This is an optimization exercise on Yosys and OpenROAD, whose aim is small area, a short achievable clock period and few clock cycles per item, not a production implementation. RTL that was checked went through simulation tests only; none was proved equivalent to the original. Function not checked in runs 2 and 3: the RTL went through the layout flow alone.

## flow/design.v (module list and top-level ports; edited modules follow where they fit)
// module seq_mac_unit: 493 lines
// module csa_fa: 4 lines
// module csa_ha: 4 lines
module seq_mac_unit (
    input  logic        clk_i,
    input  logic        rst_i,
    input  logic        MUL_Start_STRB_i,
    input  logic [81:0] a_i,
    input  logic [81:0] b_i,
    input  logic [81:0] acc_i,
    output logic        MUL_Done_STRB_o,
    output logic [81:0] out_o,
    output logic        busy_o
);
  // ...
==> flow/flow/run.sh <==
#!/bin/bash
# Own flow: the standard layout (standard.sh, unchanged synthesis and
# steps), with one change: the port buffers that ORFS inserts before global
# placement are plain sky130_fd_sc_hd__buf_1 cells instead of the default
# choice. Every input and output port still gets its own buffer.
# The full make output goes to standard.log; ORFS's per-step logs stay
# under orfs/logs/.
set -euo pipefail
bash standard.sh "BUFFER_PORTS_ARGS=-buffer_cell sky130_fd_sc_hd__buf_1" finish > standard.log 2>&1
==> flow/standard.sh <==
#!/bin/bash
# synth_recipe.tcl (not shown) runs the flow's synth.tcl, then flattens the netlist and writes it again
# the make line also repeats each setting of config.mk as NAME=value (left out here)
make -C /OpenROAD-flow-scripts/flow DESIGN_CONFIG=/design/flow/config.mk WORK_HOME=/design/flow/orfs CLKGATE_MAP_FILE= SYNTH_SCRIPT=/design/flow/synth_recipe.tcl "${@:-finish}"
==> flow/config.mk <==
export PLATFORM = sky130hd
export DESIGN_NAME = seq_mac_unit
export DESIGN_NICKNAME = seq_mac_unit
export VERILOG_FILES = /design/flow/design.v
export SDC_FILE = /design/flow/constraint.sdc
export NUM_CORES = 4
export LEC_CHECK = 0
export CAP_MARGIN = 20
export CORE_MARGIN = 2
export CORE_UTILIZATION = 50
export GPL_ROUTABILITY_DRIVEN = 0
export SETUP_SLACK_MARGIN = 4.2
export SLEW_MARGIN = 20
export SYNTH_HIERARCHICAL = 1
==> flow/constraint.sdc <==
create_clock -name core_clock -period 8.0 [get_ports {clk_i}]
set_input_delay 1.6000 -clock core_clock [delete_from_list [all_inputs] [get_ports {clk_i}]]
set_output_delay 1.6000 -clock core_clock [all_outputs]
set_load 0.01 [all_outputs]
==> impl_metrics.json, run 1 <==
{
  "final_common_cell": "xnor2_1",
  "rrSetupSlack_ns": 4.29,
  "period_share_pct": 46.3,
  "largest_cell_class": "multi-input combinational cells",
  "synth_compound_area_share_pct": 17.2,
  "synth_edf_count": 124,
  "cp.arrival_ns": 4.00,
  "cts_buffers": 34,
  "cts_htree_levels": 2,
  "die_area_um2": 49800,
  "route.detailed.drc": 0,
  "critPathMaxStageDelay_ns": 0.54,
  "nNonClkInverters": 72,
  "period_needed_ns": 3.71,
  "met3WireLength_um": 4850,
  "syn_area_per_cell_um2": 10.6,
  "die_y_um": 223,
  "endpoint_kind": "flop",
  "yosysTopAreaCellShare_pct": 24.7,
  "nMultiInputCombCells": 1742,
  "buf_share_pct": 5.93,
  "rows": 80,
  "finClkSkew_ns": 0.0253,
  "io_pins": 333,
  "synth-xor-area-share_pct": 12.8,
  "n_antenna_cell": 0,
  "routed-via-count": 18500,
  "multi_input_area_um2": 16700,
  "rsz0062_at_grt": "true",
  "synthArstFlopShare_pct": 1.97,
  "postPlaceCellArea_um2": 25100,
  "status": "finished clean",
  "crit_family": "adder cells",
  "cp_common_cell": "fa_1",
  "clkbuf_count": 46,
  "root_buffer": "clkbuf_16",
  "synth_area_leaders": "fa_1 25%, edfxtp_1 15%, xnor2_1 12%",
  "n_tap_cell": 615,
  "slew_violations": 0,
  "seq_cells": 254
}
Testbench counts, summed over its fixed seeds: cycles 16,000, ops 3,200.
==> run 2: changes to the inputs <==
--- a/flow/design.v
+++ b/flow/design.v
@@ -29,92 +29,102 @@
     logic [41:0] pp0;
     logic [41:0] pp1;
     logic [41:0] pp2;
     logic [41:0] pp3;
     logic [41:0] pp4;
     logic [41:0] pp5;
     logic [41:0] pp6;
     assign nb = busy_q ? B_q[14:0] : {b_i[13:0], 1'b0};
+    wire last = (cnt_q == CNTW'(NSTEP - 1));
+    wire sel_ld = busy_q ? (~last & ~fin_q) : MUL_Start_STRB_i;
+    logic [6:0] ppm;    
     assign x1_n[0]  = nb[0] ^ nb[1];
     assign x2_n[0]  = (nb[2] & ~nb[1] & ~nb[0]) | (~nb[2] & nb[1] & nb[0]);
     assign neg_n[0] = nb[2];
     assign pp0[20:0]  = (({21{x1_q[0]}} & ax[20:0]) | ({21{x2_q[0]}} & {ax[19:0], 1'b0})) ^ {21{neg_q[0]}};
     assign pp0[41:21] = (({21{~x1b_q[0]}} & ax[41:21]) | ({21{~x2b_q[0]}} & ax[40:20])) ^ {21{~negb_q[0]}};
+    assign ppm[0] = ((~x1b_q[0] & ax[41]) | (~x2b_q[0] & ax[40])) ^ (busy_q & negb_q[0]);
     assign x1_n[1]  = nb[2] ^ nb[3];
     assign x2_n[1]  = (nb[4] & ~nb[3] & ~nb[2]) | (~nb[4] & nb[3] & nb[2]);
     assign neg_n[1] = nb[4];
     assign pp1[20:0]  = (({21{x1_q[1]}} & ax[20:0]) | ({21{x2_q[1]}} & {ax[19:0], 1'b0})) ^ {21{neg_q[1]}};
     assign pp1[41:21] = (({21{~x1b_q[1]}} & ax[41:21]) | ({21{~x2b_q[1]}} & ax[40:20])) ^ {21{~negb_q[1]}};
+    assign ppm[1] = ((~x1b_q[1] & ax[41]) | (~x2b_q[1] & ax[40])) ^ (busy_q & negb_q[1]);
     assign x1_n[2]  = nb[4] ^ nb[5];
     assign x2_n[2]  = (nb[6] & ~nb[5] & ~nb[4]) | (~nb[6] & nb[5] & nb[4]);
     assign neg_n[2] = nb[6];
     assign pp2[20:0]  = (({21{x1_q[2]}} & ax[20:0]) | ({21{x2_q[2]}} & {ax[19:0], 1'b0})) ^ {21{neg_q[2]}};
     assign pp2[41:21] = (({21{~x1b_q[2]}} & ax[41:21]) | ({21{~x2b_q[2]}} & ax[40:20])) ^ {21{~negb_q[2]}};
+    assign ppm[2] = ((~x1b_q[2] & ax[41]) | (~x2b_q[2] & ax[40])) ^ (busy_q & negb_q[2]);
     assign x1_n[3]  = nb[6] ^ nb[7];
     assign x2_n[3]  = (nb[8] & ~nb[7] & ~nb[6]) | (~nb[8] & nb[7] & nb[6]);
     assign neg_n[3] = nb[8];
     assign pp3[20:0]  = (({21{x1_q[3]}} & ax[20:0]) | ({21{x2_q[3]}} & {ax[19:0], 1'b0})) ^ {21{neg_q[3]}};
     assign pp3[41:21] = (({21{~x1b_q[3]}} & ax[41:21]) | ({21{~x2b_q[3]}} & ax[40:20])) ^ {21{~negb_q[3]}};
+    assign ppm[3] = ((~x1b_q[3] & ax[41]) | (~x2b_q[3] & ax[40])) ^ (busy_q & negb_q[3]);
     assign x1_n[4]  = nb[8] ^ nb[9];
     assign x2_n[4]  = (nb[10] & ~nb[9] & ~nb[8]) | (~nb[10] & nb[9] & nb[8]);
     assign neg_n[4] = nb[10];
     assign pp4[20:0]  = (({21{x1_q[4]}} & ax[20:0]) | ({21{x2_q[4]}} & {ax[19:0], 1'b0})) ^ {21{neg_q[4]}};
     assign pp4[41:21] = (({21{~x1b_q[4]}} & ax[41:21]) | ({21{~x2b_q[4]}} & ax[40:20])) ^ {21{~negb_q[4]}};
+    assign ppm[4] = ((~x1b_q[4] & ax[41]) | (~x2b_q[4] & ax[40])) ^ (busy_q & negb_q[4]);
     assign x1_n[5]  = nb[10] ^ nb[11];
     assign x2_n[5]  = (nb[12] & ~nb[11] & ~nb[10]) | (~nb[12] & nb[11] & nb[10]);
     assign neg_n[5] = nb[12];
     assign pp5[20:0]  = (({21{x1_q[5]}} & ax[20:0]) | ({21{x2_q[5]}} & {ax[19:0], 1'b0})) ^ {21{neg_q[5]}};
     assign pp5[41:21] = (({21{~x1b_q[5]}} & ax[41:21]) | ({21{~x2b_q[5]}} & ax[40:20])) ^ {21{~negb_q[5]}};
+    assign ppm[5] = ((~x1b_q[5] & ax[41]) | (~x2b_q[5] & ax[40])) ^ (busy_q & negb_q[5]);
     assign x1_n[6]  = nb[12] ^ nb[13];
     assign x2_n[6]  = (nb[14] & ~nb[13] & ~nb[12]) | (~nb[14] & nb[13] & nb[12]);
     assign neg_n[6] = nb[14];
     assign pp6[20:0]  = (({21{x1_q[6]}} & ax[20:0]) | ({21{x2_q[6]}} & {ax[19:0], 1'b0})) ^ {21{neg_q[6]}};
     assign pp6[41:21] = (({21{~x1b_q[6]}} & ax[41:21]) | ({21{~x2b_q[6]}} & ax[40:20])) ^ {21{~negb_q[6]}};
+    assign ppm[6] = ((~x1b_q[6] & ax[41]) | (~x2b_q[6] & ax[40])) ^ (busy_q & negb_q[6]);
     logic fs0, fc0, fs1, fc1, fs2, fc2, fs3, fc3, fs4, fc4, fs5, fc5, fs6, fc6, fs7, fc7, fs8, fc8, fs9, fc9, fs10, fc10, fs11, fc11, fs12, fc12, fs13, fc13, fs14, fc14, fs15, fc15, fs16, fc16, fs17, fc17, fs18, fc18, fs19, fc19, fs20, fc20, fs21, fc21, fs22, fc22, fs23, fc23, fs24, fc24, fs25, fc25, fs26, fc26, fs27, fc27, fs28, fc28, fs29, fc29, fs30, fc30, fs31, fc31, fs32, fc32, fs33, fc33, fs34, fc34, fs35, fc35, fs36, fc36, fs37, fc37, fs38, fc38, fs39, fc39, fs40, fc40, fs41, fc41, fs42, fc42, fs43, fc43, fs44, fc44, fs45, fc45, fs46, fc46, fs47, fc47, fs48, fc48, fs49, fc49, fs50, fc50, fs51, fc51, fs52, fc52, fs53, fc53, fs54, fc54, fs55, fc55, fs56, fc56, fs57, fc57, fs58, fc58, fs59, fc59, fs60, fc60, fs61, fc61, fs62, fc62, fs63, fc63, fs64, fc64, fs65, fc65, fs66, fc66, fs67, fc67, fs68, fc68, fs69, fc69, fs70, fc70, fs71, fc71, fs72, fc72, fs73, fc73, fs74, fc74, fs75, fc75, fs76, fc76, fs77, fc77, fs78, fc78, fs79, fc79, fs80, fc80, fs81, fc81, fs82, fc82, fs83, fc83, fs84, fc84, fs85, fc85, fs86, fc86, fs87, fc87, fs88, fc88, fs89, fc89, fs90, fc90, fs91, fc91, fs92, fc92, fs93, fc93, fs94, fc94, fs95, fc95, fs96, fc96, fs97, fc97, fs98, fc98, fs99, fc99, fs100, fc100, fs101, fc101, fs102, fc102, fs103, fc103, fs104, fc104, fs105, fc105, fs106, fc106, fs107, fc107, fs108, fc108, fs109, fc109, fs110, fc110, fs111, fc111, fs112, fc112, fs113, fc113, fs114, fc114, fs115, fc115, fs116, fc116, fs117, fc117, fs118, fc118, fs119, fc119, fs120, fc120, fs121, fc121, fs122, fc122, fs123, fc123, fs124, fc124, fs125, fc125, fs126, fc126, fs127, fc127, fs128, fc128, fs129, fc129, fs130, fc130, fs131, fc131, fs132, fc132, fs133, fc133, fs134, fc134, fs135, fc135, fs136, fc136, fs137, fc137, fs138, fc138, fs139, fc139, fs140, fc140, fs141, fc141, fs142, fc142, fs143, fc143, fs144, fc144, fs145, fc145, fs146, fc146, fs147, fc147, fs148, fc148, fs149, fc149, fs150, fc150, fs151, fc151, fs152, fc152, fs153, fc153, fs154, fc154, fs155, fc155, fs156, fc156, fs157, fc157, fs158, fc158, fs159, fc159, fs160, fc160, fs161, fc161, fs162, fc162, fs163, fc163, fs164, fc164, fs165, fc165, fs166, fc166, fs167, fc167, fs168, fc168, fs169, fc169, fs170, fc170, fs171, fc171, fs172, fc172, fs173, fc173, fs174, fc174, fs175, fc175, fs176, fc176, fs177, fc177, fs178, fc178, fs179, fc179, fs180, fc180, fs181, fc181, fs182, fc182, fs183, fc183, fs184, fc184, fs185, fc185, fs186, fc186, fs187, fc187, fs188, fc188, fs189, fc189, fs190, fc190, fs191, fc191, fs192, fc192, fs193, fc193, fs194, fc194, fs195, fc195, fs196, fc196, fs197, fc197, fs198, fc198, fs199, fc199, fs200, fc200, fs201, fc201, fs202, fc202, fs203, fc203, fs204, fc204, fs205, fc205, fs206, fc206, fs207, fc207, fs208, fc208, fs209, fc209, fs210, fc210, fs211, fc211, fs212, fc212, fs213, fc213, fs214, fc214, fs215, fc215, fs216, fc216, fs217, fc217, fs218, fc218, fs219, fc219, fs220, fc220, fs221, fc221, fs222, fc222, fs223, fc223, fs224, fc224, fs225, fc225, fs226, fc226, fs227, fc227, fs228, fc228, fs229, fc229, fs230, fc230, fs231, fc231, fs232, fc232, fs233, fc233, fs234, fc234, fs235, fc235, fs236, fc236, fs237, fc237, fs238, fc238, fs239, fc239, fs240, fc240, fs241, fc241, fs242, fc242, fs243, fc243, fs244, fc244, fs245, fc245, fs246, fc246, fs247, fc247, fs248, fc248, fs249, fc249, fs250, fc250, fs251, fc251, fs252, fc252, fs253, fc253, fs254, fc254, fs255, fc255, fs256, fc256, fs257, fc257, fs258, fc258, fs259, fc259, fs260, fc260, fs261, fc261, fs262, fc262, fs263, fc263, fs264, fc264, fs265, fc265, fs266, fc266, fs267, fc267, fs268, fc268, fs269, fc269, fs270, fc270, fs271, fc271, fs272, fc272, fs273, fc273, fs274, fc274, fs275, fc275, fs276, fc276, fs277, fc277, fs278, fc278, fs279, fc279, fs280, fc280, fs281, fc281, fs282, fc282, fs283, fc283, fs284, fc284, fs285, fc285, fs286, fc286, fs287, fc287, fs288, fc288, fs289, fc289, fs290, fc290, fs291, fc291, fs292, fc292, fs293, fc293, fs294, fc294, fs295, fc295, fs296, fc296, fs297, fc297, fs298, fc298, fs299, fc299, fs300, fc300, fs301, fc301, fs302, fc302, fs303, fc303, fs304, fc304, fs305, fc305, fs306, fc306, fs307, fc307, fs308, fc308, fs309, fc309, fs310, fc310, fs311, fc311, fs312, fc312, fs313, fc313, fs314, fc314, fs315, fc315, fs316, fc316, fs317, fc317, fs318, fc318, fs319, fc319, fs320, fc320, fs321, fc321, fs322, fc322, fs323, fc323, fs324, fc324, fs325, fc325, fs326, fc326, fs327, fc327, fs328, fc328, fs329, fc329, fs330, fc330, fs331, fc331, fs332, fc332, fs333, fc333, fs334, fc334, fs335, fc335, fs336, fc336, fs337, fc337, fs338, fc338, fs339, fc339, fs340, fc340, fs341, fc341, fs342, fc342;
-    csa_ha ufs0 (.a(P_q[12]), .b(c_q[12]), .s(fs0), .co(fc0));
-    csa_ha ufs1 (.a(P_q[13]), .b(c_q[13]), .s(fs1), .co(fc1));
-    csa_ha ufs2 (.a(P_q[14]), .b(c_q[14]), .s(fs2), .co(fc2));
-    csa_ha ufs3 (.a(P_q[15]), .b(c_q[15]), .s(fs3), .co(fc3));
-    csa_ha ufs4 (.a(P_q[16]), .b(c_q[16]), .s(fs4), .co(fc4));
-    csa_ha ufs5 (.a(P_q[17]), .b(c_q[17]), .s(fs5), .co(fc5));
-    csa_ha ufs6 (.a(P_q[18]), .b(c_q[18]), .s(fs6), .co(fc6));
-    csa_ha ufs7 (.a(P_q[19]), .b(c_q[19]), .s(fs7), .co(fc7));
-    csa_ha ufs8 (.a(P_q[20]), .b(c_q[20]), .s(fs8), .co(fc8));
-    csa_ha ufs9 (.a(P_q[21]), .b(c_q[21]), .s(fs9), .co(fc9));
-    csa_ha ufs10 (.a(P_q[22]), .b(c_q[22]), .s(fs10), .co(fc10));
-    csa_ha ufs11 (.a(P_q[23]), .b(c_q[23]), .s(fs11), .co(fc11));
-    csa_ha ufs12 (.a(P_q[24]), .b(c_q[24]), .s(fs12), .co(fc12));
-    csa_ha ufs13 (.a(P_q[25]), .b(c_q[25]), .s(fs13), .co(fc13));
-    csa_ha ufs14 (.a(P_q[26]), .b(c_q[26]), .s(fs14), .co(fc14));
-    csa_ha ufs15 (.a(P_q[27]), .b(c_q[27]), .s(fs15), .co(fc15));
-    csa_ha ufs16 (.a(P_q[28]), .b(c_q[28]), .s(fs16), .co(fc16));
-    csa_ha ufs17 (.a(P_q[29]), .b(c_q[29]), .s(fs17), .co(fc17));
-    csa_ha ufs18 (.a(P_q[30]), .b(c_q[30]), .s(fs18), .co(fc18));
-    csa_ha ufs19 (.a(P_q[31]), .b(c_q[31]), .s(fs19), .co(fc19));
-    csa_ha ufs20 (.a(P_q[32]), .b(c_q[32]), .s(fs20), .co(fc20));
-    csa_ha ufs21 (.a(P_q[33]), .b(c_q[33]), .s(fs21), .co(fc21));
-    csa_ha ufs22 (.a(P_q[34]), .b(c_q[34]), .s(fs22), .co(fc22));
-    csa_ha ufs23 (.a(P_q[35]), .b(c_q[35]), .s(fs23), .co(fc23));
-    csa_ha ufs24 (.a(P_q[36]), .b(c_q[36]), .s(fs24), .co(fc24));
-    csa_ha ufs25 (.a(P_q[37]), .b(c_q[37]), .s(fs25), .co(fc25));
-    csa_ha ufs26 (.a(P_q[38]), .b(c_q[38]), .s(fs26), .co(fc26));
-    csa_ha ufs27 (.a(P_q[39]), .b(c_q[39]), .s(fs27), .co(fc27));
-    csa_ha ufs28 (.a(P_q[40]), .b(c_q[40]), .s(fs28), .co(fc28));
-    csa_ha ufs29 (.a(P_q[41]), .b(c_q[41]), .s(fs29), .co(fc29));
-    csa_ha ufs30 (.a(P_q[6]), .b(c_q[6]), .s(fs30), .co(fc30));
-    csa_ha ufs31 (.a(P_q[7]), .b(c_q[7]), .s(fs31), .co(fc31));
-    csa_fa ufs32 (.a(P_q[8]), .b(c_q[8]), .c(neg_q[4]), .s(fs32), .co(fc32));
+    csa_ha ufs0 (.a(c_q[12]), .b(Pin[12]), .s(fs0), .co(fc0));
+    csa_ha ufs1 (.a(c_q[13]), .b(Pin[13]), .s(fs1), .co(fc1));
+    csa_ha ufs2 (.a(c_q[14]), .b(Pin[14]), .s(fs2), .co(fc2));
+    csa_ha ufs3 (.a(c_q[15]), .b(Pin[15]), .s(fs3), .co(fc3));
+    csa_ha ufs4 (.a(c_q[16]), .b(Pin[16]), .s(fs4), .co(fc4));
+    csa_ha ufs5 (.a(c_q[17]), .b(Pin[17]), .s(fs5), .co(fc5));
+    csa_ha ufs6 (.a(c_q[18]), .b(Pin[18]), .s(fs6), .co(fc6));
+    csa_ha ufs7 (.a(c_q[19]), .b(Pin[19]), .s(fs7), .co(fc7));
+    csa_ha ufs8 (.a(c_q[20]), .b(Pin[20]), .s(fs8), .co(fc8));
+    csa_ha ufs9 (.a(c_q[21]), .b(Pin[21]), .s(fs9), .co(fc9));
+    csa_ha ufs10 (.a(c_q[22]), .b(Pin[22]), .s(fs10), .co(fc10));
+    csa_ha ufs11 (.a(c_q[23]), .b(Pin[23]), .s(fs11), .co(fc11));
+    csa_ha ufs12 (.a(c_q[24]), .b(Pin[24]), .s(fs12), .co(fc12));
+    csa_ha ufs13 (.a(c_q[25]), .b(Pin[25]), .s(fs13), .co(fc13));
+    csa_ha ufs14 (.a(c_q[26]), .b(Pin[26]), .s(fs14), .co(fc14));
+    csa_ha ufs15 (.a(c_q[27]), .b(Pin[27]), .s(fs15), .co(fc15));
+    csa_ha ufs16 (.a(c_q[28]), .b(Pin[28]), .s(fs16), .co(fc16));
+    csa_ha ufs17 (.a(c_q[29]), .b(Pin[29]), .s(fs17), .co(fc17));
+    csa_ha ufs18 (.a(c_q[30]), .b(Pin[30]), .s(fs18), .co(fc18));
+    csa_ha ufs19 (.a(c_q[31]), .b(Pin[31]), .s(fs19), .co(fc19));
+    csa_ha ufs20 (.a(c_q[32]), .b(Pin[32]), .s(fs20), .co(fc20));
+    csa_ha ufs21 (.a(c_q[33]), .b(Pin[33]), .s(fs21), .co(fc21));
+    csa_ha ufs22 (.a(c_q[34]), .b(Pin[34]), .s(fs22), .co(fc22));
+    csa_ha ufs23 (.a(c_q[35]), .b(Pin[35]), .s(fs23), .co(fc23));
+    csa_ha ufs24 (.a(c_q[36]), .b(Pin[36]), .s(fs24), .co(fc24));
+    csa_ha ufs25 (.a(c_q[37]), .b(Pin[37]), .s(fs25), .co(fc25));
+    csa_ha ufs26 (.a(c_q[38]), .b(Pin[38]), .s(fs26), .co(fc26));
+    csa_ha ufs27 (.a(c_q[39]), .b(Pin[39]), .s(fs27), .co(fc27));
+    csa_ha ufs28 (.a(c_q[40]), .b(Pin[40]), .s(fs28), .co(fc28));
+    csa_ha ufs29 (.a(c_q[41]), .b(Pin[41]), .s(fs29), .co(fc29));
+    csa_ha ufs30 (.a(c_q[6]), .b(Pin[6]), .s(fs30), .co(fc30));
+    csa_ha ufs31 (.a(c_q[7]), .b(Pin[7]), .s(fs31), .co(fc31));
+    csa_fa ufs32 (.a(c_q[8]), .b(Pin[8]), .c(neg_q[4]), .s(fs32), .co(fc32));
     csa_ha ufs33 (.a(pp0[8]), .b(pp1[6]), .s(fs33), .co(fc33));
-    csa_fa ufs34 (.a(P_q[9]), .b(c_q[9]), .c(pp0[9]), .s(fs34), .co(fc34));
+    csa_fa ufs34 (.a(c_q[9]), .b(Pin[9]), .c(pp0[9]), .s(fs34), .co(fc34));
     csa_ha ufs35 (.a(pp1[7]), .b(pp2[5]), .s(fs35), .co(fc35));
-    csa_fa ufs36 (.a(P_q[10]), .b(c_q[10]), .c(neg_q[5]), .s(fs36), .co(fc36));
+    csa_fa ufs36 (.a(c_q[10]), .b(Pin[10]), .c(neg_q[5]), .s(fs36), .co(fc36));
     csa_fa ufs37 (.a(pp0[10]), .b(pp1[8]), .c(pp2[6]), .s(fs37), .co(fc37));
     csa_ha ufs38 (.a(pp3[4]), .b(pp4[2]), .s(fs38), .co(fc38));
-    csa_fa ufs39 (.a(P_q[11]), .b(c_q[11]), .c(pp0[11]), .s(fs39), .co(fc39));
+    csa_fa ufs39 (.a(c_q[11]), .b(Pin[11]), .c(pp0[11]), .s(fs39), .co(fc39));
     csa_fa ufs40 (.a(pp1[9]), .b(pp2[7]), .c(pp3[5]), .s(fs40), .co(fc40));
     csa_ha ufs41 (.a(pp4[3]), .b(pp5[1]), .s(fs41), .co(fc41));
     csa_fa ufs42 (.a(neg_q[6]), .b(fs0), .c(pp0[12]), .s(fs42), .co(fc42));
     csa_fa ufs43 (.a(pp1[10]), .b(pp2[8]), .c(pp3[6]), .s(fs43), .co(fc43));
     csa_fa ufs44 (.a(pp4[4]), .b(pp5[2]), .c(pp6[0]), .s(fs44), .co(fc44));
     csa_fa ufs45 (.a(fc0), .b(fs1), .c(pp0[13]), .s(fs45), .co(fc45));
     csa_fa ufs46 (.a(pp1[11]), .b(pp2[9]), .c(pp3[7]), .s(fs46), .co(fc46));
     csa_fa ufs47 (.a(pp4[5]), .b(pp5[3]), .c(pp6[1]), .s(fs47), .co(fc47));
@@ -194,33 +204,33 @@
     csa_fa ufs121 (.a(pp1[36]), .b(pp2[34]), .c(pp3[32]), .s(fs121), .co(fc121));
     csa_fa ufs122 (.a(pp4[30]), .b(pp5[28]), .c(pp6[26]), .s(fs122), .co(fc122));
     csa_fa ufs123 (.a(fc26), .b(fs27), .c(pp0[39]), .s(fs123), .co(fc123));
     csa_fa ufs124 (.a(pp1[37]), .b(pp2[35]), .c(pp3[33]), .s(fs124), .co(fc124));
     csa_fa ufs125 (.a(pp4[31]), .b(pp5[29]), .c(pp6[27]), .s(fs125), .co(fc125));
     csa_fa ufs126 (.a(fc27), .b(fs28), .c(pp0[40]), .s(fs126), .co(fc126));
     csa_fa ufs127 (.a(pp1[38]), .b(pp2[36]), .c(pp3[34]), .s(fs127), .co(fc127));
     csa_fa ufs128 (.a(pp4[32]), .b(pp5[30]), .c(pp6[28]), .s(fs128), .co(fc128));
-    csa_fa ufs129 (.a(fc28), .b(fs29), .c(~pp0[41]), .s(fs129), .co(fc129));
+    csa_fa ufs129 (.a(fc28), .b(fs29), .c(ppm[0]), .s(fs129), .co(fc129));
     csa_fa ufs130 (.a(pp1[39]), .b(pp2[37]), .c(pp3[35]), .s(fs130), .co(fc130));
     csa_fa ufs131 (.a(pp4[33]), .b(pp5[31]), .c(pp6[29]), .s(fs131), .co(fc131));
-    csa_fa ufs132 (.a(P_q[42]), .b(1'b1), .c(fc29), .s(fs132), .co(fc132));
+    csa_fa ufs132 (.a(busy_q), .b(Pin[42]), .c(fc29), .s(fs132), .co(fc132));
     csa_fa ufs133 (.a(pp1[40]), .b(pp2[38]), .c(pp3[36]), .s(fs133), .co(fc133));
     csa_fa ufs134 (.a(pp4[34]), .b(pp5[32]), .c(pp6[30]), .s(fs134), .co(fc134));
-    csa_fa ufs135 (.a(P_q[43]), .b(~pp1[41]), .c(pp2[39]), .s(fs135), .co(fc135));
+    csa_fa ufs135 (.a(Pin[43]), .b(ppm[1]), .c(pp2[39]), .s(fs135), .co(fc135));
     csa_fa ufs136 (.a(pp3[37]), .b(pp4[35]), .c(pp5[33]), .s(fs136), .co(fc136));
-    csa_fa ufs137 (.a(P_q[44]), .b(1'b1), .c(pp2[40]), .s(fs137), .co(fc137));
+    csa_fa ufs137 (.a(busy_q), .b(Pin[44]), .c(pp2[40]), .s(fs137), .co(fc137));
     csa_ha ufs138 (.a(pp3[38]), .b(pp4[36]), .s(fs138), .co(fc138));
-    csa_fa ufs139 (.a(P_q[45]), .b(~pp2[41]), .c(pp3[39]), .s(fs139), .co(fc139));
-    csa_ha ufs140 (.a(P_q[46]), .b(1'b1), .s(fs140), .co(fc140));
-    csa_ha ufs141 (.a(P_q[2]), .b(c_q[2]), .s(fs141), .co(fc141));
-    csa_ha ufs142 (.a(P_q[3]), .b(c_q[3]), .s(fs142), .co(fc142));
-    csa_fa ufs143 (.a(P_q[4]), .b(c_q[4]), .c(neg_q[2]), .s(fs143), .co(fc143));
+    csa_fa ufs139 (.a(Pin[45]), .b(ppm[2]), .c(pp3[39]), .s(fs139), .co(fc139));
+    csa_ha ufs140 (.a(busy_q), .b(Pin[46]), .s(fs140), .co(fc140));
+    csa_ha ufs141 (.a(c_q[2]), .b(Pin[2]), .s(fs141), .co(fc141));
+    csa_ha ufs142 (.a(c_q[3]), .b(Pin[3]), .s(fs142), .co(fc142));
+    csa_fa ufs143 (.a(c_q[4]), .b(Pin[4]), .c(neg_q[2]), .s(fs143), .co(fc143));
     csa_ha ufs144 (.a(pp0[4]), .b(pp1[2]), .s(fs144), .co(fc144));
-    csa_fa ufs145 (.a(P_q[5]), .b(c_q[5]), .c(pp0[5]), .s(fs145), .co(fc145));
+    csa_fa ufs145 (.a(c_q[5]), .b(Pin[5]), .c(pp0[5]), .s(fs145), .co(fc145));
     csa_ha ufs146 (.a(pp1[3]), .b(pp2[1]), .s(fs146), .co(fc146));
     csa_fa ufs147 (.a(neg_q[3]), .b(fs30), .c(pp0[6]), .s(fs147), .co(fc147));
     csa_fa ufs148 (.a(pp1[4]), .b(pp2[2]), .c(pp3[0]), .s(fs148), .co(fc148));
     csa_fa ufs149 (.a(fc30), .b(fs31), .c(pp0[7]), .s(fs149), .co(fc149));
     csa_fa ufs150 (.a(pp1[5]), .b(pp2[3]), .c(pp3[1]), .s(fs150), .co(fc150));
     csa_fa ufs151 (.a(fc31), .b(fs32), .c(pp2[4]), .s(fs151), .co(fc151));
     csa_fa ufs152 (.a(pp3[2]), .b(pp4[0]), .c(fs33), .s(fs152), .co(fc152));
     csa_fa ufs153 (.a(fc32), .b(pp3[3]), .c(pp4[1]), .s(fs153), .co(fc153));
@@ -294,24 +304,24 @@
     csa_fa ufs221 (.a(pp6[31]), .b(fc132), .c(fc133), .s(fs221), .co(fc221));
     csa_fa ufs222 (.a(fc134), .b(fs135), .c(fs136), .s(fs222), .co(fc222));
     csa_fa ufs223 (.a(pp5[34]), .b(pp6[32]), .c(fs138), .s(fs223), .co(fc223));
     csa_fa ufs224 (.a(fc135), .b(fc136), .c(fs137), .s(fs224), .co(fc224));
     csa_fa ufs225 (.a(pp4[37]), .b(pp5[35]), .c(pp6[33]), .s(fs225), .co(fc225));
     csa_fa ufs226 (.a(fc138), .b(fc137), .c(fs139), .s(fs226), .co(fc226));
     csa_fa ufs227 (.a(fs140), .b(pp3[40]), .c(pp4[38]), .s(fs227), .co(fc227));
     csa_fa ufs228 (.a(pp5[36]), .b(pp6[34]), .c(fc139), .s(fs228), .co(fc228));
-    csa_fa ufs229 (.a(P_q[47]), .b(fc140), .c(~pp3[41]), .s(fs229), .co(fc229));
+    csa_fa ufs229 (.a(Pin[47]), .b(fc140), .c(ppm[3]), .s(fs229), .co(fc229));
     csa_fa ufs230 (.a(pp4[39]), .b(pp5[37]), .c(pp6[35]), .s(fs230), .co(fc230));
-    csa_fa ufs231 (.a(P_q[48]), .b(1'b1), .c(pp4[40]), .s(fs231), .co(fc231));
+    csa_fa ufs231 (.a(busy_q), .b(Pin[48]), .c(pp4[40]), .s(fs231), .co(fc231));
     csa_ha ufs232 (.a(pp5[38]), .b(pp6[36]), .s(fs232), .co(fc232));
-    csa_fa ufs233 (.a(P_q[49]), .b(~pp4[41]), .c(pp5[39]), .s(fs233), .co(fc233));
-    csa_ha ufs234 (.a(P_q[50]), .b(1'b1), .s(fs234), .co(fc234));
-    csa_ha ufs235 (.a(P_q[0]), .b(c_q[0]), .s(fs235), .co(fc235));
-    csa_ha ufs236 (.a(P_q[1]), .b(c_q[1]), .s(fs236), .co(fc236));
+    csa_fa ufs233 (.a(Pin[49]), .b(ppm[4]), .c(pp5[39]), .s(fs233), .co(fc233));
+    csa_ha ufs234 (.a(busy_q), .b(Pin[50]), .s(fs234), .co(fc234));
+    csa_ha ufs235 (.a(c_q[0]), .b(Pin[0]), .s(fs235), .co(fc235));
+    csa_ha ufs236 (.a(c_q[1]), .b(Pin[1]), .s(fs236), .co(fc236));
     csa_fa ufs237 (.a(neg_q[1]), .b(fs141), .c(pp0[2]), .s(fs237), .co(fc237));
     csa_fa ufs238 (.a(fc141), .b(fs142), .c(pp0[3]), .s(fs238), .co(fc238));
     csa_fa ufs239 (.a(fc142), .b(fs143), .c(pp2[0]), .s(fs239), .co(fc239));
     csa_fa ufs240 (.a(fc143), .b(fc144), .c(fs146), .s(fs240), .co(fc240));
     csa_fa ufs241 (.a(fc146), .b(fc145), .c(fs147), .s(fs241), .co(fc241));
     csa_fa ufs242 (.a(fc147), .b(fc148), .c(fs149), .s(fs242), .co(fc242));
     csa_fa ufs243 (.a(fc149), .b(fc150), .c(fs151), .s(fs243), .co(fc243));
     csa_fa ufs244 (.a(fc151), .b(fs153), .c(fc152), .s(fs244), .co(fc244));
@@ -351,18 +361,18 @@
     csa_fa ufs278 (.a(fc219), .b(fs221), .c(fc220), .s(fs278), .co(fc278));
     csa_fa ufs279 (.a(fs223), .b(fc221), .c(fc222), .s(fs279), .co(fc279));
     csa_fa ufs280 (.a(fs225), .b(fc223), .c(fc224), .s(fs280), .co(fc280));
     csa_fa ufs281 (.a(fc225), .b(fs227), .c(fs228), .s(fs281), .co(fc281));
     csa_fa ufs282 (.a(fc227), .b(fs229), .c(fs230), .s(fs282), .co(fc282));
     csa_fa ufs283 (.a(fs232), .b(fc229), .c(fc230), .s(fs283), .co(fc283));
     csa_fa ufs284 (.a(pp6[37]), .b(fc232), .c(fc231), .s(fs284), .co(fc284));
     csa_fa ufs285 (.a(fs234), .b(pp5[40]), .c(pp6[38]), .s(fs285), .co(fc285));
-    csa_fa ufs286 (.a(P_q[51]), .b(fc234), .c(~pp5[41]), .s(fs286), .co(fc286));
-    csa_ha ufs287 (.a(P_q[52]), .b(1'b1), .s(fs287), .co(fc287));
+    csa_fa ufs286 (.a(Pin[51]), .b(fc234), .c(ppm[5]), .s(fs286), .co(fc286));
+    csa_ha ufs287 (.a(busy_q), .b(Pin[52]), .s(fs287), .co(fc287));
     csa_fa ufs288 (.a(neg_q[0]), .b(fs235), .c(pp0[0]), .s(fs288), .co(fc288));
     csa_fa ufs289 (.a(fc235), .b(fs236), .c(pp0[1]), .s(fs289), .co(fc289));
     csa_fa ufs290 (.a(fc236), .b(pp1[0]), .c(fs237), .s(fs290), .co(fc290));
     csa_fa ufs291 (.a(pp1[1]), .b(fc237), .c(fs238), .s(fs291), .co(fc291));
     csa_fa ufs292 (.a(fs144), .b(fc238), .c(fs239), .s(fs292), .co(fc292));
     csa_fa ufs293 (.a(fc239), .b(fs145), .c(fs240), .s(fs293), .co(fc293));
     csa_fa ufs294 (.a(fs148), .b(fc240), .c(fs241), .s(fs294), .co(fc294));
     csa_fa ufs295 (.a(fs150), .b(fc241), .c(fs242), .s(fs295), .co(fc295));
@@ -406,25 +416,28 @@
     csa_fa ufs333 (.a(fs226), .b(fc279), .c(fs280), .s(fs333), .co(fc333));
     csa_fa ufs334 (.a(fc226), .b(fc280), .c(fs281), .s(fs334), .co(fc334));
     csa_fa ufs335 (.a(fc228), .b(fs282), .c(fc281), .s(fs335), .co(fc335));
     csa_fa ufs336 (.a(fs231), .b(fs283), .c(fc282), .s(fs336), .co(fc336));
     csa_fa ufs337 (.a(fs233), .b(fc283), .c(fs284), .s(fs337), .co(fc337));
     csa_fa ufs338 (.a(fc233), .b(fs285), .c(fc284), .s(fs338), .co(fc338));
     csa_fa ufs339 (.a(pp6[39]), .b(fc285), .c(fs286), .s(fs339), .co(fc339));
     csa_fa ufs340 (.a(fs287), .b(pp6[40]), .c(fc286), .s(fs340), .co(fc340));
-    csa_fa ufs341 (.a(P_q[53]), .b(fc287), .c(~pp6[41]), .s(fs341), .co(fc341));
-    csa_ha ufs342 (.a(P_q[54]), .b(1'b1), .s(fs342), .co(fc342));
+    csa_fa ufs341 (.a(Pin[53]), .b(fc287), .c(ppm[6]), .s(fs341), .co(fc341));
+    csa_ha ufs342 (.a(busy_q), .b(Pin[54]), .s(fs342), .co(fc342));
     logic [55:0] cs_s, cs_c;
     assign cs_s = {1'b0, fc341, fc340, fc339, fc338, fc337, fc336, fc335, fc334, fc333, fc332, fc331, fc330, fc329, fc328, fc327, fc326, fc325, fc324, fc323, fc322, fc321, fc320, fc319, fc318, fc317, fc316, fc315, fc314, fc313, fc312, fc311, fc310, fc309, fc308, fc307, fc306, fc305, fc304, fc303, fc302, fc301, fc300, fc299, fc298, fc297, fc296, fc295, fc294, fc293, fc292, fc291, fc290, fc289, fc288, fs288};
     assign cs_c = {fc342, fs342, fs341, fs340, fs339, fs338, fs337, fs336, fs335, fs334, fs333, fs332, fs331, fs330, fs329, fs328, fs327, fs326, fs325, fs324, fs323, fs322, fs321, fs320, fs319, fs318, fs317, fs316, fs315, fs314, fs313, fs312, fs311, fs310, fs309, fs308, fs307, fs306, fs305, fs304, fs303, fs302, fs301, fs300, fs299, fs298, fs297, fs296, fs295, fs294, fs293, fs292, fs291, fs290, fs289, 1'b0};
     logic [53:0] X;
     assign X = {P_q[39:0], P_q[81:68]} + {c_q[39:0], RC_q[13:1], rc_q};
     wire rc_n = X[14] ^ P_q[0] ^ c_q[0];
-    wire last = (cnt_q == CNTW'(NSTEP - 1));
+    logic [54:0] Pin;
+    logic [81:0] acc_rl;
+    assign acc_rl = {acc_i[67:0], acc_i[81:68]};
+    assign Pin = busy_q ? P_q[54:0] : acc_rl[54:0];
     logic [81:0] P_step;
     always_comb begin
         P_step = {cs_s[13], cs_s[12], cs_s[11], cs_s[10], cs_s[9], cs_s[8], cs_s[7], cs_s[6], cs_s[5], cs_s[4], cs_s[3], cs_s[2], cs_s[1], cs_s[0], X[13], X[12], X[11], X[10], X[9], X[8], X[7], X[6], X[5], X[4], X[3], X[2], X[1], X[0], P_q[67], P_q[66], P_q[65], P_q[64], P_q[63], P_q[62], P_q[61], P_q[60], P_q[59], P_q[58], P_q[57], P_q[56], P_q[55], cs_s[54], cs_s[53], cs_s[52], cs_s[51], cs_s[50], cs_s[49], cs_s[48], cs_s[47], cs_s[46], cs_s[45], cs_s[44], cs_s[43], cs_s[42], cs_s[41], cs_s[40], cs_s[39], cs_s[38], cs_s[37], cs_s[36], cs_s[35], cs_s[34], cs_s[33], cs_s[32], cs_s[31], cs_s[30], cs_s[29], cs_s[28], cs_s[27], cs_s[26], cs_s[25], cs_s[24], cs_s[23], cs_s[22], cs_s[21], cs_s[20], cs_s[19], cs_s[18], cs_s[17], cs_s[16], cs_s[15], cs_s[14]};
             P_step[40] = last ? P_q[54] : cs_s[54];
     end
     always_ff @(posedge clk_i or posedge rst_i) begin
         if (rst_i) begin
             busy_q <= 1'b0;
@@ -440,56 +453,63 @@
             end else begin
                 busy_q <= MUL_Start_STRB_i;
                 cnt_q  <= '0;
             end
         end
     end
     localparam logic [81:0] LATE = 82'b1111111111111100000000000000000000000000011111111111111111111111111111111111111111;
     localparam logic [81:0] OVLM = 82'b0000000000000000000000000000000000000000010000000000000000000000000000000000000000;
-    logic [81:0] P_alt, P_d, P_late_sel;
+    logic [81:0] P_tree, P_alt, P_d, P_late_sel;
+    assign P_tree = {cs_s[13], cs_s[12], cs_s[11], cs_s[10], cs_s[9], cs_s[8], cs_s[7], cs_s[6], cs_s[5], cs_s[4], cs_s[3], cs_s[2], cs_s[1], cs_s[0], 1'b0, 1'b0, 1'b0, 1'b0, 1'b0, 1'b0, 1'b0, 1'b0, 1'b0, 1'b0, 1'b0, 1'b0, 1'b0, 1'b0, 1'b0, 1'b0, 1'b0, 1'b0, 1'b0, 1'b0, 1'b0, 1'b0, 1'b0, 1'b0, 1'b0, 1'b0, 1'b0, cs_s[54], cs_s[53], cs_s[52], cs_s[51], cs_s[50], cs_s[49], cs_s[48], cs_s[47], cs_s[46], cs_s[45], cs_s[44], cs_s[43], cs_s[42], cs_s[41], cs_s[40], cs_s[39], cs_s[38], cs_s[37], cs_s[36], cs_s[35], cs_s[34], cs_s[33], cs_s[32], cs_s[31], cs_s[30], cs_s[29], cs_s[28], cs_s[27], cs_s[26], cs_s[25], cs_s[24], cs_s[23], cs_s[22], cs_s[21], cs_s[20], cs_s[19], cs_s[18], cs_s[17], cs_s[16], cs_s[15], cs_s[14]};
     always_comb begin
-        P_alt = busy_q ? P_q : acc_i;
+        P_alt = busy_q ? P_step : acc_i;
         if (fin_q) begin
+            P_alt = P_q;
             P_alt[39:0] = X[53:14];
             P_alt[81:68] = X[13:0];
-        end else if (busy_q) begin
-            P_alt = P_step;
-            if (last) P_alt[40] = P_q[54];
         end
-        P_late_sel = {82{busy_q & ~fin_q}} & LATE & ~({82{last}} & OVLM);
-        P_d = (P_late_sel & P_step) | (~P_late_sel & P_alt);
+        P_late_sel = LATE & ~{82{fin_q}} & ~({82{busy_q & last}} & OVLM);
+        P_d = (P_late_sel & P_tree) | (~P_late_sel & P_alt);
     end
     always_ff @(posedge clk_i) begin
         if (busy_q | MUL_Start_STRB_i) P_q <= P_d;
     end
+    always_ff @(posedge clk_i or posedge rst_i) begin
+        if (rst_i) begin
+            x1_q  <= '0;
+            x2_q  <= '0;
+            neg_q <= '0;
+            x1b_q  <= '1;
+            x2b_q  <= '1;
+            negb_q <= '1;
+            c_q   <= '0;
+        end else begin
+            x1_q  <= x1_n & {7{sel_ld}};
+            x2_q  <= x2_n & {7{sel_ld}};
+            neg_q <= neg_n & {7{sel_ld}};
+            x1b_q  <= ~(x1_n & {7{sel_ld}});
+            x2b_q  <= ~(x2_n & {7{sel_ld}});
+            negb_q <= ~(neg_n & {7{sel_ld}});
+            if (busy_q)
+                c_q <= fin_q ? '0 : cs_c[55:K];
+            else
+                c_q <= (cs_c[55:K] & {42{MUL_Start_STRB_i}}) | {MUL_Start_STRB_i, 41'b0};
+        end
+    end
     always_ff @(posedge clk_i) begin
         if (busy_q) begin
             B_q  <= {{K{B_q[28]}}, B_q[28:K]};
-            c_q  <= cs_c[55:K];
             rc_q <= rc_n;
             RC_q <= cs_c[13:0];
-            x1_q <= x1_n;
-            x2_q <= x2_n;
-            neg_q <= neg_n;
-            x1b_q <= ~x1_n;
-            x2b_q <= ~x2_n;
-            negb_q <= ~neg_n;
         end else begin
             A_q  <= a_i[40:0];
             B_q  <= {b_i[40], b_i[40:13]};
-            c_q  <= 42'(1) << 41;
             rc_q <= 1'b0;
-            RC_q <= '0;
-            x1_q <= x1_n;
-            x2_q <= x2_n;
-            neg_q <= neg_n;
-            x1b_q <= ~x1_n;
-            x2b_q <= ~x2_n;
-            negb_q <= ~neg_n;
+            RC_q <= cs_c[13:0];
         end
     end
     assign out_o = {P_q[39:0], P_q[81:40]};
     assign MUL_Done_STRB_o = done_q;
     assign busy_o = busy_q;
 endmodule
 module csa_fa (input logic a, b, c, output logic s, co);
     assign s  = a ^ b ^ c;
==> flow/config.mk (replaced) <==
export PLATFORM = sky130hd
export DESIGN_NAME = seq_mac_unit
export DESIGN_NICKNAME = seq_mac_unit
export VERILOG_FILES = /design/flow/design.v
export SDC_FILE = /design/flow/constraint.sdc
export NUM_CORES = 4
export LEC_CHECK = 0
export CAP_MARGIN = 20
export CORE_MARGIN = 2
export CORE_UTILIZATION = 50
export SETUP_SLACK_MARGIN = 4.2
export SLEW_MARGIN = 20
export SYNTH_HIERARCHICAL = 1
==> impl_metrics.json, run 2 <==
{
  "seq_area_um2": 6830,
  "slew_headroom_pct": 37.4,
  "antenna_left": 0,
  "root_buffer": "clkbuf_16",
  "finalWeightedCongestion": 0.911,
  "synth_area_um2": 24500,
  "required_ns": 8.33,
  "final_cell_mix": "327 x xnor2_1, 250 x buf_1, 168 x fa_1",
  "fp.coreArea_um2": 48600,
  "final_common_cell": "xnor2_1",
  "status": "finished clean",
  "clock_path_buffers": 3,
  "cp.arrival_ns": 4.29,
  "syn_to_final_growth_pct": 13.6,
  "grt_usage_pct": 31.2,
  "cts_sinks": 255,
  "max_freq_mhz": 253,
  "placed_cells": 2901,
  "antenna_found_initial": 0,
  "synth_seq_cells": 255,
  "clk_pin_slew_ns": 0.06,
  "io_pins": 333,
  "yosysTopAreaCellShare_pct": 24.2,
  "routed-via-count": 18300,
  "yosysMostFrequentCell": "xnor2_1",
  "worst_path_max_delay_cell": "fa_1",
  "yosys_warnings": 7,
  "rsz0062_at_grt": "true",
  "first_global_vias": 18500,
  "clock_latency_ns": 0.63,
  "place.detailed.hpwl_um": 59200,
  "path_buf_inv": 1,
  "synth_cell_type_count": 64,
  "first_iter_violations": 1841,
  "synth_edf_count": 124,
  "multi_input_area_um2": 17600,
  "synth_area_leaders": "fa_1 24%, edfxtp_1 15%, xnor2_1 12%",
  "ys_seq_area_share_pct": 27.8,
  "die_area_um2": 50800,
  "synthTopCellsByCount": "327 x xnor2_1, 296 x fa_1, 156 x clkbuf_1, 145 x mux2_2, 142 x o22ai_1",
  "grt_max_degree": 81,
  "largest_reg_flops": 81,
  "path_cells": "buf_1 > mux2_4 > ha_4 > fa_2 > fa_1 > fa_1 > fa_2 > mux2_2",
  "period_needed_ns": 3.95,
  "start_util_pct": 50.3,
  "fillerInstances": 4204,
  "finalHoldViolCount": 0,
  "critPathMaxStageDelay_ns": 0.52,
  "cts_tree": "built",
  "n_antenna_cell": 0,
  "hold_ws_ns": 0.427,
  "period_share_pct": 49.4,
  "crit_path_max_fanout": 1,
  "cap_violations": 0,
  "finalSetupViolCount": 0,
  "finalNonFillerCells": 2972,
  "syn_area_per_cell_um2": 11.2,
  "nNetsFinal": 2973,
  "wirelength_um": 79500,
  "rows": 81,
  "yosysTopAreaCell": "fa_1",
  "cts_buffers": 30,
  "setup_tns_ns": 0,
  "crit_family": "adder cells",
  "gr-total-overflow": 0,
  "tightest_slew_ns": 0.939,
  "endpoint_kind": "flop",
  "die_w_um": 225,
  "synthArstFlopShare_pct": 34.9,
  "critPathKind": "in -> reg",
  "slew_violations": 0,
  "grt_pass1_wl_um": 117000,
  "crit_path_start_kind": "primary input",
  "synthFlopType": "edfxtp_1",
  "cts_htree_levels": 1,
  "avgViaCountPerCell": 6.14,
  "die_y_um": 225,
  "io_buffer_count": 250,
  "netlist_instances": 2196,
  "top_regs": "P_q (81), c_q (42), A_q (41)",
  "layout-drive-gt1-share_pct": 19.2,
  "finClkSkew_ns": 0.0515,
  "drt_pass1_iterations": 6,
  "hold_path.class": "reg -> reg",
  "route.detailed.drc": 0,
  "wire_per_inst_um": 26.7,
  "top_register": "P_q"
}
run 2: changes by cell type in the layout (fill, tap and decap cells not counted), moves of 23 or more:
| cell | previous run | this run |
|---|---|---|
| inv_1 | 51 | 74 |
| a21oi_1 | 96 | 69 |
| ha_4 | 0 | 33 |
| mux2i_1 | 41 | 4 |
| mux2_2 | 26 | 115 |
| fa_2 | 0 | 128 |
| ha_1 | 102 | 66 |
| dfrtp_1 | 3 | 63 |
| fa_1 | 296 | 168 |
| mux2_4 | 0 | 30 |
| dfxtp_1 | 96 | 42 |
| buf_4 | 48 | 22 |
run 2: layout make-up:
cell class / instances / share of cell area (%)
flip-flops and latches: 255 / 24.6
multi-input cells: 1684 / 63.4
clock inverters: 20 / 0.612
repair buffers: 279 / 4.56
inverters: 76 / 1.04
well taps: 622 / 2.80
clock buffers: 36 / 3.08
run 2: final timing paths:
path                            startpoint       end  slack [ns]  cells after the start
worst max-delay path             acc_i[24]   P_q[26]        4.05                      8
worst min-delay path              cnt_q[0]  cnt_q[0]        0.43                      1
worst max register to register      busy_q   P_q[26]        4.10                      9
worst min register to register    cnt_q[0]  cnt_q[0]        0.43                      1
max in group asynchronous            rst_i  neg_q[6]        5.55                      3
min in group asynchronous            rst_i    done_q        1.09                      2
run 2: logic make-up after synthesis:
group | count (synthesis) | share of synthesized area (%)
XOR/XNOR | 358 | 12.8
AO/OA/AOI/OAI | 506 | 13.8
flip-flops | 255 | 27.8
adder cells (fa/ha/maj) | 398 | 29.4
AND/OR/NAND/NOR | 273 | 5.38
multiplexers | 149 | 6.83
buffers and inverters | 257 | 3.95
run 2: layer usage:
layer | up-vias | part of all wire (%) | global-route usage [%]
li1 | 7955 | - | -
met1 | 9280 | 41 | 42.5
met2 | 883 | 47 | 49.8
met3 | 142 | 8.8 | 6.70
met4 | 0 | 3.4 | 10.1
met5 | - | 0 | 0
run 2: modules after synthesis (local to each module, per instance):
| module | cells inside | flops+latches |
|---|---|---|
| seq_mac_unit | 1853 | 255 |
| csa_fa | 1 | 0 |
| csa_ha | 1 | 0 |
run 2: per-stage QoR:
step	utilization (%)	setup slack, ns	area (µm²)
floorplan	-	3.73	25300
global placement	54.4	3.45	26500
detailed placement	54.4	3.44	26500
CTS	56.9	4.06	27700
global route	57.2	4.04	27800
finish	57.2	4.05	27800
run 2: timing repair:
action,in CTS,in global routing
gates cloned,1,1
hold buffers,0,0
setup buffers,10,3
pin swaps,5,12
endpoints found under the setup margin,66,45
gates resized for setup,9,21
==> run 3: changes to the inputs <==
--- a/flow/config.mk
+++ b/flow/config.mk
@@ -9,5 +9,5 @@
 export CORE_MARGIN = 2
 export CORE_UTILIZATION = 50
-export SETUP_SLACK_MARGIN = 4.2
+export SETUP_SLACK_MARGIN = 4.5
 export SLEW_MARGIN = 20
 export SYNTH_HIERARCHICAL = 1
==> impl_metrics.json, run 3 <==
{
  "cts_tree": "built",
  "crit_path_max_fanout": 1,
  "clock_path_buffers": 3,
  "yosys_warnings": 7,
  "antenna_found_initial": 3,
  "wire_per_inst_um": 26.6,
  "rsz0062_at_grt": "true",
  "synth_edf_count": 124,
  "rows": 81,
  "ys_seq_area_share_pct": 27.8,
  "n_antenna_cell": 0,
  "period_needed_ns": 3.96,
  "yosysTopAreaCell": "fa_1",
  "syn_area_per_cell_um2": 11.2,
  "io_pins": 333,
  "finalHoldViolCount": 0,
  "cap_violations": 0,
  "crit_path_start_kind": "primary input",
  "routed-via-count": 18300,
  "avgViaCountPerCell": 6.13,
  "wirelength_um": 79300,
  "rrSetupSlack_ns": 4.17,
  "tightest_slew_ns": 1.00,
  "antenna_left": 0,
  "cts_buffers": 30,
  "route.detailed.drc": 0,
  "die_w_um": 225,
  "clock_latency_ns": 0.61,
  "cts_sinks": 255,
  "synth_area_um2": 24500,
  "syn_to_final_growth_pct": 14.8,
  "synth_seq_cells": 255,
  "first_iter_violations": 1662,
  "grt_pass1_wl_um": 119000,
  "cts_htree_levels": 1,
  "top_regs": "P_q (81), c_q (42), A_q (41)",
  "required_ns": 8.32,
  "synth_cell_type_count": 64,
  "place.detailed.hpwl_um": 59300,
  "fp.coreArea_um2": 48600,
  "io_buffer_count": 250,
  "clk_pin_slew_ns": 0.06,
  "largest_reg_flops": 81,
  "hold_ws_ns": 0.416,
  "finClkSkew_ns": 0.0502,
  "cp.arrival_ns": 4.28,
  "critPathKind": "in -> reg",
  "yosysMostFrequentCell": "xnor2_1",
  "slew_violations": 0,
  "finalSetupViolCount": 0,
  "slew_headroom_pct": 33.0,
  "top_register": "P_q",
  "postLayoutCoreUtil_pct": 57.8,
  "finalWeightedCongestion": 0.897,
  "grt_max_degree": 85,
  "synthArstFlopShare_pct": 34.9,
  "synth_area_leaders": "fa_1 24%, edfxtp_1 15%, xnor2_1 12%",
  "die_area_um2": 50800,
  "drt_pass1_iterations": 6,
  "endpoint_kind": "flop",
  "max_freq_mhz": 252,
  "first_global_vias": 18800,
  "synthFlopType": "edfxtp_1",
  "netlist_instances": 2196,
  "status": "finished clean",
  "start_util_pct": 50.3,
  "setup_tns_ns": 0,
  "period_share_pct": 49.5,
  "final_cell_mix": "324 x xnor2_1, 249 x buf_1, 152 x fa_2",
  "layout-drive-gt1-share_pct": 22.0,
  "grt_usage_pct": 31.5,
  "nNetsFinal": 2982,
  "die_y_um": 225,
  "root_buffer": "clkbuf_16",
  "final_common_cell": "xnor2_1",
  "synthTopCellsByCount": "327 x xnor2_1, 296 x fa_1, 156 x clkbuf_1, 145 x mux2_2, 142 x o22ai_1",
  "gr-total-overflow": 0,
  "yosysTopAreaCellShare_pct": 24.2,
  "hold_path.class": "reg -> reg"
}
[run 3: cell counts after synthesis]
No cell type changed its count.
[run 3: cell type report]
cell class | count | area (µm²)
clock buffers | 39 | 830
well taps | 622 | 778
clock inverters | 17 | 148
inverters | 76 | 300
multi-input cells | 1684 | 17900
fillers | 4105 | 20500
flip-flops and latches | 255 | 6860
repair buffers | 288 | 1310
[run 3: cells by family (layout without fill, tap and decap cells)]
family                   after synthesis  count (layout)  synth area share, %
multiplexers                         149             149                 6.83
adder cells (fa/ha/maj)              398             398                 29.4
flip-flops                           255             255                 27.8
buffers and inverters                257             420                 3.95
AND/OR/NAND/NOR                      273             273                 5.38
AO/OA/AOI/OAI                        506             506                 13.8
XOR/XNOR                             358             358                 12.8
[run 3: path summary, 6_finish.rpt]
| check | cells past startpoint | end | startpoint |
|---|---|---|---|
| max in group asynchronous | 3 | busy_q | rst_i |
| setup / recovery | 8 | P_q[27] | acc_i[25] |
| setup reg to reg | 8 | P_q[27] | A_q[31] |
| hold / removal | 1 | cnt_q[0] | cnt_q[0] |
| min in group asynchronous | 2 | done_q | rst_i |
| hold reg to reg | 1 | cnt_q[0] | cnt_q[0] |
[run 3: critical path, cell delays in order]
cell and delay (ns):
buf_1 0.08, mux2_4 0.30, ha_4 0.24, fa_2 0.40
fa_2 0.54, fa_1 0.45, fa_2 0.40, mux2_2 0.27
[run 3: through the flow]
stage	setup WS, ns	cells	cell area [µm²]
after global routing	4.03	2981	28100
final	4.04	2981	28100
after global placement	3.46	2901	26500
after floorplan	3.73	2196	25400
after CTS	4.09	2977	27900
after detailed placement	3.43	2901	26500
[run 3: what timing repair did]
item / 4_1_cts / 5_1_grt
pin swaps: 23 / 30
hold buffers: 0 / 0
resized for setup: 55 / 54
setup buffers: 20 / 4
endpoints found under the hold margin: 0 / 0
endpoints found under the setup margin: 140 / 96
[run 3: per-layer routing]
metal / routed length, µm / global-route usage, % / part of all wire, % / vias up
li1: - / - / - / 7980
met1: 33700 / 44.1 / 42 / 9290
met2: 37300 / 50.5 / 47 / 849
met3: 5920 / 6.00 / 7.5 / 134
met4: 2420 / 8.29 / 3.1 / 6
met5: 49 / 0 / 0.062 / -
[run 3: per-module statistics from Yosys, one instance, submodules excluded]
module | cells | cell area (µm²) | copies in the design
csa_fa | 1 | 20.0 | 295
csa_ha | 1 | 12.5 | 48
seq_mac_unit | 1853 | 18000 | 1

[port drivers added, routing unchanged]
Ports are ideal in the flow. The routed layouts listed here were re-timed in OpenROAD.
Step 1 sets driving cells, clkbuf_16 on the clock port and buf_2 on the other inputs (assumed; they add their load-dependent delay and slew).
Step 2 moves the port delays by t, midway between the first and last clock arrival at a register: inputs arrive t later, outputs are due t later. That takes back most of the time a late clock gives input paths.
Slacks: ideal ports / drivers / drivers and shift; pairs: ideal ports / drivers.
run | t, ns | setup slack, ns | latest minus earliest clock arrival (ns) | worst data-port slew with drivers (ns)
run 1 | 0.602 | 4.293 / 4.293 / 4.293 | 0.026 / 0.026 | 0.06
run 2 | 0.662 | 4.048 / 4.086 / 3.424 | 0.052 / 0.052 | 0.07
run 3 | 0.646 | 4.039 / 4.075 / 3.429 | 0.050 / 0.050 | 0.06
After both steps setup and hold are still met in every run listed. For run 2, which loses most, drivers alone change the setup slack by +0.038 ns; drivers and shift together by -0.624 ns.
